This is an optimization exercise on Yosys and OpenROAD, whose aim is small area, a short achievable clock period and few clock cycles, not a production implementation. The RTL was checked by simulation tests, not by an equivalence proof against the original design. Power and IR drop assume default switching activity.

==> flow/design.v, too long to show whole: its modules and the start of the top module <==
// module xyolo_lane: 741 lines
// module xyolo_fa: 4 lines
// module xyolo_ha: 4 lines
// module xyolo_lanes: 171 lines
module xyolo_lanes
#(
  parameter int DATA_W   = xyolo_lanes_pkg::c_DATA_W,
  parameter int N_LANES  = xyolo_lanes_pkg::c_N_LANES,
  parameter int SHIFT_W  = xyolo_lanes_pkg::c_SHIFT_W,
  parameter int CNT_W    = xyolo_lanes_pkg::c_CNT_W,
  parameter int LEAKY_SH = xyolo_lanes_pkg::c_LEAKY_SH
) (
  input  logic                      clk,
  input  logic                      rst,
  input  logic                      start,
  input  logic [CNT_W-1:0]          cfg_n_acc,
  input  logic [CNT_W-1:0]          cfg_n_out,
  input  logic [2:0]                cfg_mp_win,
  input  logic                      cfg_bias,
  input  logic                      cfg_leaky,
  input  logic                      cfg_maxpool,
  input  logic                      cfg_bypass,
  input  logic [SHIFT_W-1:0]        cfg_shift,
  input  logic                      in_valid,
  output logic                      in_ready,
  input  logic [N_LANES*DATA_W-1:0] in_pixel,
  input  logic [N_LANES*DATA_W-1:0] in_weight,
  input  logic [N_LANES*DATA_W-1:0] in_bias,
  output logic                      out_valid,
  input  logic                      out_ready,
  output logic [N_LANES*DATA_W-1:0] out_data,
  output logic                      busy,
  output logic                      done
);
  // ...
==> flow/flow/run.sh <==
#!/bin/bash
# Standard synthesis unchanged, then the standard layout steps with the
# timing repair asked to leave extra setup margin (so that it sizes the
# critical paths for a period well below the 10 ns constraint) and with
# plain buffers, rather than delay cells, on the ports.
set -euo pipefail
MARGIN=$(cat flow/margin.txt)
bash standard.sh synth > synth.log 2>&1
bash standard.sh SETUP_SLACK_MARGIN=$MARGIN \
  BUFFER_PORTS_ARGS="-buffer_cell sky130_fd_sc_hd__buf_2" finish > layout.log 2>&1
==> flow/flow/margin.txt <==
6.5
==> flow/standard.sh <==
#!/bin/bash
# synth_recipe.tcl (not shown) runs the flow's synth.tcl, then flattens the netlist and writes it again
# the make line also repeats each setting of config.mk as NAME=value (left out here)
make -C /OpenROAD-flow-scripts/flow DESIGN_CONFIG=/design/flow/config.mk WORK_HOME=/design/flow/orfs CLKGATE_MAP_FILE= SYNTH_SCRIPT=/design/flow/synth_recipe.tcl "${@:-finish}"
==> flow/config.mk <==
export PLATFORM = sky130hd
export DESIGN_NAME = xyolo_lanes
export DESIGN_NICKNAME = xyolo_lanes
export VERILOG_FILES = /design/flow/design.v
export SDC_FILE = /design/flow/constraint.sdc
export NUM_CORES = 4
export LEC_CHECK = 0
export ABC_AREA = 1
export CAP_MARGIN = 20
export CORE_MARGIN = 2
export CORE_UTILIZATION = 60
export CTS_CLUSTER_DIAMETER = 120
export CTS_CLUSTER_SIZE = 24
export GPL_ROUTABILITY_DRIVEN = 0
export PLACE_DENSITY = 0.7
export SLEW_MARGIN = 20
export SYNTH_HIERARCHICAL = 1
==> flow/constraint.sdc <==
create_clock -name core_clock -period 10.0 [get_ports {clk}]
set_input_delay 2.0000 -clock core_clock [delete_from_list [all_inputs] [get_ports {clk}]]
set_output_delay 2.0000 -clock core_clock [all_outputs]
set_load 0.01 [all_outputs]
==> impl_metrics.csv, run 1 <==
group,metric,value,unit
run_status,outcome,"timing/DRC/antenna clean",
power_and_ir_drop,combPwrFrac,0.544,
synth,synth-simple-area-share,0.140,
synth,synth_compound_area_frac,0.118,
power_and_ir_drop,total_power,0.0172,W
finish,final_common_cell,"nand2_1",
route,routed_wirelength,175,mm
route,routedWlPerCell,18.9,um
cts,clock_sink_count,957,
setup_path,crit_buf_inv,4,
route,vias_per_cell,5.69,
cts,h-tree-depth,2,
finish,design_area,70900,sq um
power_and_ir_drop,vdd.ir_drop.worst,0.000145,V
grt,gr-usage-met1,0.423,
power_and_ir_drop,p_clk,0.00217,W
finish,seq_cells,957,
cts,postCtsHoldBufs,0,
min_path,holdPathStages,0,
power_and_ir_drop,pg_seq,0.00565,W
place,dp_hpwl,132,mm
finish,top_regs,"g_lane.u_lane.r_acc (172), g_lane.u_lane.r_t0 (124), g_lane.u_lane.r_t1 (120)",
finish,final_cells,9269,
place,dp_slack,5.82,ns
synth,synth_area_leaders,"dfxtp_1, fa_1, edfxtp_1",
cts,clkTransAtPathRegs,0.10,ns
synth,synth.top_cell.area_share,0.213,
synth,synthCells,7656,
route,firstDrtPassIters,8,
setup_path,cp.depth,6,
grt,grt_max_degree,69,
finish,multi_input_area_share,0.558,
finish,largestClassByArea,"multi-input combinational cells",
place,place_area,68700,sq um
min_path,min_from,"g_lane[1].u_lane.r_ld0",
sta,drv_slew,0,
route,top_layer,"met5",
setup_path,r2r-end,"g_lane[3].u_lane.r_big",
synth,yosys.area_share.adder,0.240,
synth,synth_top_family_by_area,"adder cells",
sta,fin_ws,6.54,ns
floorplan,rows,122,
Testbench counts, summed over its fixed seeds: cycles 40,467.
==> inputs of run 2 (changes only) <==
--- a/flow/config.mk
+++ b/flow/config.mk
@@ -10,3 +10,3 @@
 export CORE_MARGIN = 2
-export CORE_UTILIZATION = 60
+export CORE_UTILIZATION = 65
 export CTS_CLUSTER_DIAMETER = 120
@@ -14,3 +14,3 @@
 export GPL_ROUTABILITY_DRIVEN = 0
-export PLACE_DENSITY = 0.7
+export PLACE_DENSITY = 0.75
 export SLEW_MARGIN = 20
==> run 2 against run 1 <==
  * Still clean on timing, DRC and antenna
  * Fmax rose by 1.3%
  * Register-to-register slack improved by 0.04 ns
  * Setup slack gained 0.044 ns
  * Worst hold slack worse by 0.0043 ns
==> impl_metrics.csv, run 2 <==
group,metric,value,unit
run_status,outcome,"timing/DRC/antenna clean",
power_and_ir_drop,total_power,0.0172,W
place,dp_slack,5.84,ns
floorplan,rows,117,
synth,synth_cell_types,52,
floorplan,die_w,324,um
finish,mostFrequentLayoutCells,"nand2_1, inv_1, dfxtp_1",
route,routedWlPerCell,19.0,um
route,firstDrtPassIters,8,
grt,grt_pass1_wl,271,mm
finish,drive_above_1_share,0.0753,
finish,nets,8919,
synth,synth.top_cell.area_share,0.213,
cts,h-tree-depth,2,
synth,post-synth-top-area-cell,"dfxtp_1",
cts,cts_root_buf,"clkbuf_16",
finish,top_regs,"g_lane.u_lane.r_acc (172), g_lane.u_lane.r_t0 (124), g_lane.u_lane.r_t1 (120)",
grt,gr-usage-met2,0.513,
route,vias_per_cell,5.84,
sta,rsz0062_at_grt,"yes",
sta,drv_slew,0,
finish,final_common_cell,"nand2_1",
cts,numCtsBuffers,46,
place,io_buffers,300,
grt,grt_pass1_vias,51400,
sta,timing.fmax,0.293,GHz
floorplan,core-area,102000,sq um
power_and_ir_drop,p_per_area,244,nW/um^2
synth,ys_seq_elements,957,
floorplan,initial_utilization,0.654,
grt,grt_max_degree,60,
min_path,hp-class,"register to register",
synth,synth_area_leaders,"dfxtp_1, fa_1, edfxtp_1",
finish,nFillCells,8137,
grt,antenna_found_initial,12,
setup_path,cpMaxStageDelayCell,"a21oi_4",
synth,synth-warning-count,8,
route,vias,53400,
sta,holdWs,0.326,ns
sta,clock_skew,0.0283,ns
synth,avgSynthCellArea,8.70,sq um
synth,synthCells,7656,
place,dp_hpwl,130,mm
floorplan,pin_count,301,
power_and_ir_drop,vdd.ir_drop.worst,0.000173,V
sta,fin_crit,3.41,ns
route,drtIter0Drc,5902,
synth,synth_common_cells,"nand2_1, inv_1, dfxtp_1",
setup_path,crit_path_cell_trace,"buf_2 > nand2_8 > a21oi_4 > buf_4",
cts,clk_path_buf_depth,3,
sta,slew_headroom,0.139,
synth,seq_area_frac_synth,0.325,
synth,async_flop_share,0,
sta,finalHoldViolCount,0,
grt,grt_usage,0.325,
sta,setup_viol,0,
cts,worstSkewPairLatency,0.68,ns
setup_path,endpoint_kind,"register",
synth,synthFlopType,"dfxtp_1",
power_and_ir_drop,leakagePower,36.2,nW
sta,fin_ws,6.59,ns
grt,grt_use_met3,0.0504,
setup_path,slowest_delay,0.77,ns
synth,synth_fp_nets,8835,
floorplan,die_h,324,um
finish,areaGrowthSynthToFinish,6.26,%
finish,largest_reg_flops,172,
grt,gr-usage-met1,0.448,
cts,clock_sink_count,957,
setup_path,path_class,"input port to register",
route,drc,0,
synth,netlist_area,66600,sq um
setup_path,crit_path_start_kind,"input port",
sta,period_share,0.341,
floorplan,dieArea,105000,sq um
route,antenna_left,0,
synth,synth_most_common_cell,"nand2_1",
sta,setup-tns-final,0,ns
sta,worst_pin_slew,1.29,ns
grt,busiest_layer,"met2",
setup_path,crit_arrival,3.72,ns
finish,regMostFlops,"g_lane.u_lane.r_acc",
job,drv_cap,0,
synth,synth_edf_count,247,
setup_path,crit_required,10.30,ns
cts,cts_tree,"done",
grt,grt_overflow_total,0,
setup_path,crit_fanout,45,
cts,clkTransAtPathRegs,0.10,ns
route,routed_wirelength,174,mm
[run 2: cell counts after synthesis]
Identical to the previous run, type by type.
[run 2: area by class of cell]
class,instances,area (sq um),share of cell area
multi-input cells,5310,39600,0.559
clock buffers,72,1250,0.0177
flip-flops and latches,957,21700,0.307
diodes,5,12.5,0.000177
well taps,1368,1710,0.0242
repair buffers,379,2460,0.0347
clock inverters,6,91.3,0.00129
inverters,1046,3950,0.0559
[run 2: report_power, final]
| group | leakage [nW] | total, W | internal, W | switching, W |
|---|---|---|---|---|
| registers | 8.22 | 0.00565 | 0.00506 | 0.000586 |
| logic | 27.3 | 0.00942 | 0.00370 | 0.00571 |
| clock network | 0.641 | 0.00217 | 0.000905 | 0.00127 |
[run 2: worst max-delay path: cells and delay by family]
family                 cells  cell delay [ns]
buffers and inverters      2             0.80
AND/OR/NAND/NOR            1             0.07
AO/OA/AOI/OAI              1             0.77
[run 2: what timing repair did]
action                                  in CTS  in global routing
hold buffers                                 0                  0
gates resized for setup                     27                 96
gates cloned                                 1                 10
endpoints found under the setup margin     169                214
pin swaps                                    1                  5
setup buffers                                3                 27
endpoints found under the hold margin        0                  0
[run 2: routing by layer]
| metal | wire length [um] | vias up | part of all wire |
|---|---|---|---|
| li1 | - | 25000 | - |
| met1 | 71300 | 25200 | 0.41 |
| met2 | 78200 | 2663 | 0.45 |
| met3 | 16500 | 486 | 0.095 |
| met4 | 7720 | 8 | 0.044 |
| met5 | 53 | - | 0.00030 |
[run 2: per-stage QoR]
stage               cell area (sq um)  instances   util
finish                          70700       9143  0.695
global route                    70700       9140  0.695
CTS                             70000       9101  0.688
detailed placement              68500       9019  0.674
global placement                68500       9019  0.674
floorplan                       66600       7656      -
[run 2: path summary, 6_finish.rpt]
| kind | start | endpoint | slack, ns | cells past startpoint |
|---|---|---|---|---|
| min reg2reg | g_lane[1].u_lane.r_ld0 | g_lane[1].u_lane.r_ld1 | 0.33 | 0 |
| min | g_lane[1].u_lane.r_ld0 | g_lane[1].u_lane.r_ld1 | 0.33 | 0 |
| max reg2reg | g_lane[0].u_lane.r_neg[0] | g_lane[0].u_lane.r_t1[18] | 6.59 | 5 |
| max | in_valid | g_lane[2].u_lane.r_b[11] | 6.59 | 4 |
[run 2: kinds of logic after synthesis]
group,synth area share
compound gates,0.118
xor+xnor,0.0895
fa+ha+maj,0.240
mux,0.00541
simple gates,0.140
flops,0.325
buf+inv,0.0828
[run 2: modules after synthesis (local to each module, per instance), excerpt]
module       flops+latches  copies in the design  cell area (sq um)
xyolo_ha                 0                    76               12.5
xyolo_fa                 0                   464               20.0
xyolo_lanes             81                     1               3900

[what the ideal ports hide]
The results above use ideal ports. As a check the final layouts listed here were re-extracted and re-timed, cells and wires unchanged.
Step 1: set_driving_cell puts a clkbuf_16 on clk and a buf_2 on each other input, an assumption about the parent block.
Step 2 also shifts input and output timing later by t, the mid clock arrival at the registers, as if the neighbouring blocks saw the same clock.
a / b / c = ideal / step 1 / step 2; a / b = the first two.
run	t (ns)	setup slack, ns	worst hold slack (ns)	pins driven straight from the clock port
run 1	0.737	6.542 / 6.524 / 5.855	0.330 / 0.330 / 0.330	1
run 2	0.742	6.586 / 6.566 / 5.892	0.326 / 0.326 / 0.326	1
After both steps every run listed still meets setup and hold. The setup slack of run 2, which loses most, moves by -0.020 ns with the drivers and by -0.694 ns with both steps.
